Context: an optimization exercise on an open-source flow, tuned for small area and a short achievable clock period. The choices shown serve that exercise and are no tape-out recipe. Where RTL was checked, it was by simulation tests only, not by an equivalence proof against the original. Power and IR drop assume default switching activity.

==> module xpmwrap_ao32, before the edit <==
module xpmwrap_ao32 (
  input  logic a0, a1, a2, b0, b1,
  output logic y
);
  assign y = (a0 & a1 & a2) | (b0 & b1);
endmodule
==> module xpmwrap_sdpram_be, before the edit <==
module xpmwrap_sdpram_be #(
  parameter int                  ADDR_WIDTH     = 6,
  parameter int                  DATA_WIDTH     = 32,
  parameter int                  BYTE_WIDTH     = 8,
  parameter int                  READ_LATENCY   = 2,
  parameter int                  CLEAR_ON_RESET = 1,
  parameter logic [DATA_WIDTH-1:0] CLEAR_VALUE  = '0
) (
  input  logic                                          clk,
  input  logic                                          rstn,
  input  logic                                          wr_en,
  input  logic [ADDR_WIDTH-1:0]                         wr_addr,
  input  logic [xpmwrap_pkg::nb_calc(DATA_WIDTH, BYTE_WIDTH)-1:0] wr_be,
  input  logic [DATA_WIDTH-1:0]                         wr_data,
  input  logic                                          rd_en,
  input  logic [ADDR_WIDTH-1:0]                         rd_addr,
  output logic [DATA_WIDTH-1:0]                         rd_data,
  output logic                                          rd_valid,
  output logic                                          busy,
  output logic                                          drop_err
);
  localparam int NB    = xpmwrap_pkg::nb_calc(DATA_WIDTH, BYTE_WIDTH);
  localparam int DEPTH = 2 ** ADDR_WIDTH;
  localparam int LOW   = ADDR_WIDTH / 2;
  localparam int NLO   = 2 ** LOW;
  localparam int NHI   = DEPTH / NLO;
  logic                  busy_q, busy_o_q;
  logic [NLO-1:0]        lo_q;
  logic [NHI-1:0]        hi_q;
  logic                  drop_q;
  logic                  vld_q, rd_valid_q;
  logic [DATA_WIDTH-1:0] rd_data_q;
  logic [6*DATA_WIDTH-1:0] dat_q;    
  logic                  sweep_last;
  assign sweep_last = lo_q[NLO-1] & hi_q[NHI-1];
  always_ff @(posedge clk) begin
    if (!rstn) begin
      lo_q <= NLO'(1);
      hi_q <= (CLEAR_ON_RESET != 0) ? NHI'(1) : '0;
    end else begin
      lo_q <= {lo_q[NLO-2:0], lo_q[NLO-1]};
      if (lo_q[NLO-1]) hi_q <= {hi_q[NHI-2:0], 1'b0};
    end
  end
  always_ff @(posedge clk) begin
    busy_q   <= ~rstn ? (CLEAR_ON_RESET != 0) : (busy_q & ~sweep_last);
    busy_o_q <= ~rstn ? (CLEAR_ON_RESET != 0) : (busy_o_q & ~sweep_last);
  end
  logic [DATA_WIDTH-1:0] wdata;
  logic [4*NB-1:0]       bok;    
  logic [NLO-1:0]        wlo;
  logic [NHI-1:0]        whi;
  assign wdata = busy_q ? CLEAR_VALUE : wr_data;
  for (genvar k = 0; k < 4 * NB; k++) begin : g_bok
    xpmwrap_and2 u_bok (.a(wr_en), .b(wr_be[k % NB]), .y(bok[k]));
  end
  for (genvar j = 0; j < NLO; j++) begin : g_wlo
    assign wlo[j] = (wr_addr[LOW-1:0] == LOW'(j));
  end
  for (genvar j = 0; j < NHI; j++) begin : g_whi
    assign whi[j] = (wr_addr[ADDR_WIDTH-1:LOW] == (ADDR_WIDTH-LOW)'(j));
  end
  logic [NLO-1:0]        rlo;
  logic [NHI-1:0]        rhi;
  for (genvar j = 0; j < NLO; j++) begin : g_rlo
    assign rlo[j] = (rd_addr[LOW-1:0] == LOW'(j));
  end
  for (genvar j = 0; j < NHI; j++) begin : g_rhi
    assign rhi[j] = (rd_addr[ADDR_WIDTH-1:LOW] == (ADDR_WIDTH-LOW)'(j));
  end
  logic [DATA_WIDTH-1:0] mem_q [DEPTH];
  logic [DEPTH-1:0]      rsel_a, rsel_b;    
  logic [DATA_WIDTH*DEPTH-1:0] mem_t;    
  for (genvar w = 0; w < DEPTH; w++) begin : g_word
    logic [NB-1:0] en;
    for (genvar b = 0; b < NB; b++) begin : g_byte
      xpmwrap_ao32 u_en (
        .a0(whi[w / NLO]), .a1(wlo[w % NLO]), .a2(bok[(w / (DEPTH / 4)) * NB + b]),
        .b0(hi_q[w / NLO]), .b1(lo_q[w % NLO]),
        .y (en[b])
      );
      always_ff @(posedge clk) begin
        if (en[b]) mem_q[w][b*BYTE_WIDTH +: BYTE_WIDTH] <= wdata[b*BYTE_WIDTH +: BYTE_WIDTH];
      end
    end
    xpmwrap_and2 u_rsel_a (.a(rhi[w / NLO]), .b(rlo[w % NLO]), .y(rsel_a[w]));
    xpmwrap_and2 u_rsel_b (.a(rhi[w / NLO]), .b(rlo[w % NLO]), .y(rsel_b[w]));
    for (genvar i = 0; i < DATA_WIDTH; i++) begin : g_t
      assign mem_t[i*DEPTH + w] = mem_q[w][i];
    end
  end
  logic [6*DATA_WIDTH-1:0] rd_p;
  logic [DATA_WIDTH-1:0]   dat_or;
  for (genvar i = 0; i < DATA_WIDTH; i++) begin : g_rd
    logic [DEPTH-1:0] sel;
    logic [5:0]       p;
    assign sel = (i < DATA_WIDTH / 2) ? rsel_a : rsel_b;
    xpmwrap_rdbit u_rd (.sel(sel), .d(mem_t[i*DEPTH +: DEPTH]), .y(p));
    assign rd_p[6*i +: 6] = p;
    assign dat_or[i]      = |dat_q[6*i +: 6];
  end
  always_ff @(posedge clk) begin
    dat_q <= rd_p;
    vld_q <= rstn & ~busy_q & rd_en;
  end
  always_ff @(posedge clk) begin
    if (!rstn) begin
      rd_valid_q <= 1'b0;
      rd_data_q  <= '0;
      drop_q     <= 1'b0;
    end else begin
      rd_valid_q <= vld_q;
      if (vld_q) rd_data_q <= dat_or;
      if (busy_q & (rd_en | wr_en)) drop_q <= 1'b1;
    end
  end
  assign rd_valid = rd_valid_q;
  assign rd_data  = rd_data_q;
  assign busy     = busy_o_q;
  assign drop_err = drop_q;
endmodule
clock: 2.8 ns
lec_check: 0
cap_margin: 20
core_margin: 2
core_utilization: 55
cts_cluster_diameter: 80
cts_cluster_size: 25
gpl_timing_driven: 0
setup_slack_margin: 0.95
slew_margin: 20
synth_hierarchical: 1
synth_minimum_keep_size: 0
standard.sh (not shown) runs the stock make flow with config.mk's settings and CLKGATE_MAP_FILE= SYNTH_SCRIPT=/design/flow/synth_recipe.tcl, a recipe that flattens the netlist after the stock synthesis.
==> flow/flow/run.sh <==
#!/bin/bash
# Own flow: the standard layout, with the I/O port buffers built from a plain buffer
# cell instead of the delay-cell default. Tool output goes to standard.log here and to
# ORFS's own per-step logs under orfs/logs.
set -euo pipefail
export BUFFER_PORTS_ARGS="-buffer_cell sky130_fd_sc_hd__buf_2"
bash standard.sh > standard.log 2>&1
Change:
--- a/flow/design.v
+++ b/flow/design.v
@@ -16,10 +16,16 @@
   input  logic a0, b0, a1, b1, a2, b2,
   output logic y
 );
   assign y = ~((a0 & b0) | (a1 & b1) | (a2 & b2));
 endmodule
+module xpmwrap_nor2 (
+  input  logic a, b,
+  output logic y
+);
+  assign y = ~(a | b);
+endmodule
 module xpmwrap_nand2 (
   input  logic a, b,
   output logic y
 );
   assign y = ~(a & b);
@@ -33,16 +39,10 @@
 module xpmwrap_nor3 (
   input  logic a, b, c,
   output logic y
 );
   assign y = ~(a | b | c);
-endmodule
-module xpmwrap_ao32 (
-  input  logic a0, a1, a2, b0, b1,
-  output logic y
-);
-  assign y = (a0 & a1 & a2) | (b0 & b1);
 endmodule
 module xpmwrap_and2 (
   input  logic a, b,
   output logic y
 );
@@ -115,22 +115,20 @@
   always_ff @(posedge clk) begin
     busy_q   <= ~rstn ? (CLEAR_ON_RESET != 0) : (busy_q & ~sweep_last);
     busy_o_q <= ~rstn ? (CLEAR_ON_RESET != 0) : (busy_o_q & ~sweep_last);
   end
   logic [DATA_WIDTH-1:0] wdata;
-  logic [4*NB-1:0]       bok;    
+  logic [NB-1:0]         bsel_n;
   logic [NLO-1:0]        wlo;
   logic [NHI-1:0]        whi;
-  assign wdata = busy_q ? CLEAR_VALUE : wr_data;
-  for (genvar k = 0; k < 4 * NB; k++) begin : g_bok
-    xpmwrap_and2 u_bok (.a(wr_en), .b(wr_be[k % NB]), .y(bok[k]));
-  end
+  assign wdata  = busy_q ? CLEAR_VALUE : wr_data;
+  assign bsel_n = ~(busy_q ? {NB{1'b1}} : (wr_be & {NB{wr_en}}));
   for (genvar j = 0; j < NLO; j++) begin : g_wlo
-    assign wlo[j] = (wr_addr[LOW-1:0] == LOW'(j));
+    assign wlo[j] = busy_q ? lo_q[j] : (wr_addr[LOW-1:0] == LOW'(j));
   end
   for (genvar j = 0; j < NHI; j++) begin : g_whi
-    assign whi[j] = (wr_addr[ADDR_WIDTH-1:LOW] == (ADDR_WIDTH-LOW)'(j));
+    assign whi[j] = busy_q ? hi_q[j] : (wr_addr[ADDR_WIDTH-1:LOW] == (ADDR_WIDTH-LOW)'(j));
   end
   logic [NLO-1:0]        rlo;
   logic [NHI-1:0]        rhi;
   for (genvar j = 0; j < NLO; j++) begin : g_rlo
     assign rlo[j] = (rd_addr[LOW-1:0] == LOW'(j));
@@ -140,17 +138,15 @@
   end
   logic [DATA_WIDTH-1:0] mem_q [DEPTH];
   logic [DEPTH-1:0]      rsel_a, rsel_b;    
   logic [DATA_WIDTH*DEPTH-1:0] mem_t;    
   for (genvar w = 0; w < DEPTH; w++) begin : g_word
+    logic          wsel_n;
     logic [NB-1:0] en;
+    xpmwrap_nand2 u_wsel (.a(whi[w / NLO]), .b(wlo[w % NLO]), .y(wsel_n));
     for (genvar b = 0; b < NB; b++) begin : g_byte
-      xpmwrap_ao32 u_en (
-        .a0(whi[w / NLO]), .a1(wlo[w % NLO]), .a2(bok[(w / (DEPTH / 4)) * NB + b]),
-        .b0(hi_q[w / NLO]), .b1(lo_q[w % NLO]),
-        .y (en[b])
-      );
+      xpmwrap_nor2 u_en (.a(wsel_n), .b(bsel_n[b]), .y(en[b]));
       always_ff @(posedge clk) begin
         if (en[b]) mem_q[w][b*BYTE_WIDTH +: BYTE_WIDTH] <= wdata[b*BYTE_WIDTH +: BYTE_WIDTH];
       end
     end
     xpmwrap_and2 u_rsel_a (.a(rhi[w / NLO]), .b(rlo[w % NLO]), .y(rsel_a[w]));
Result: The new run finished clean. Worst setup slack is worse by 190 ps. Design area is higher by a few percent. Fmax is lower by a little under a tenth. Final cell count is higher by a few percent. Sequential cell count is unchanged. Total power is lower slightly. Synthesized cell count is higher slightly. Clock skew is lower by 4.9 ps. Wire length is lower slightly.
For the second run of this note, only the layout was checked, not whether the RTL still works.

## re-timing with driven ports
The flow's constraints put no driver on any port. The routed layouts listed below were extracted and timed again, unchanged, in two steps.
Step 1 assumes that a clkbuf_16 drives the clock port and a buf_2 every other input.
Step 2, shift: input delay + t, output delay - t, t = (earliest + latest rising clock arrival at the registers) / 2. This alone moves slack from input paths to output paths.
Slacks: ideal / step 1 / step 2; pairs: ideal / step 1.
run	t (ns)	setup WS [ns]	worst slew at a driven data input, ns
the first run	0.825	0.834 / 0.817 / -0.007	0.21
the second run	0.831	0.646 / 0.646 / 0.015	0.20
With both steps, setup timing fails in the first run, where it was met with ideal ports. The setup slack of the first run, which loses most, moves by -0.017 ns with the drivers and by -0.841 ns with both steps.
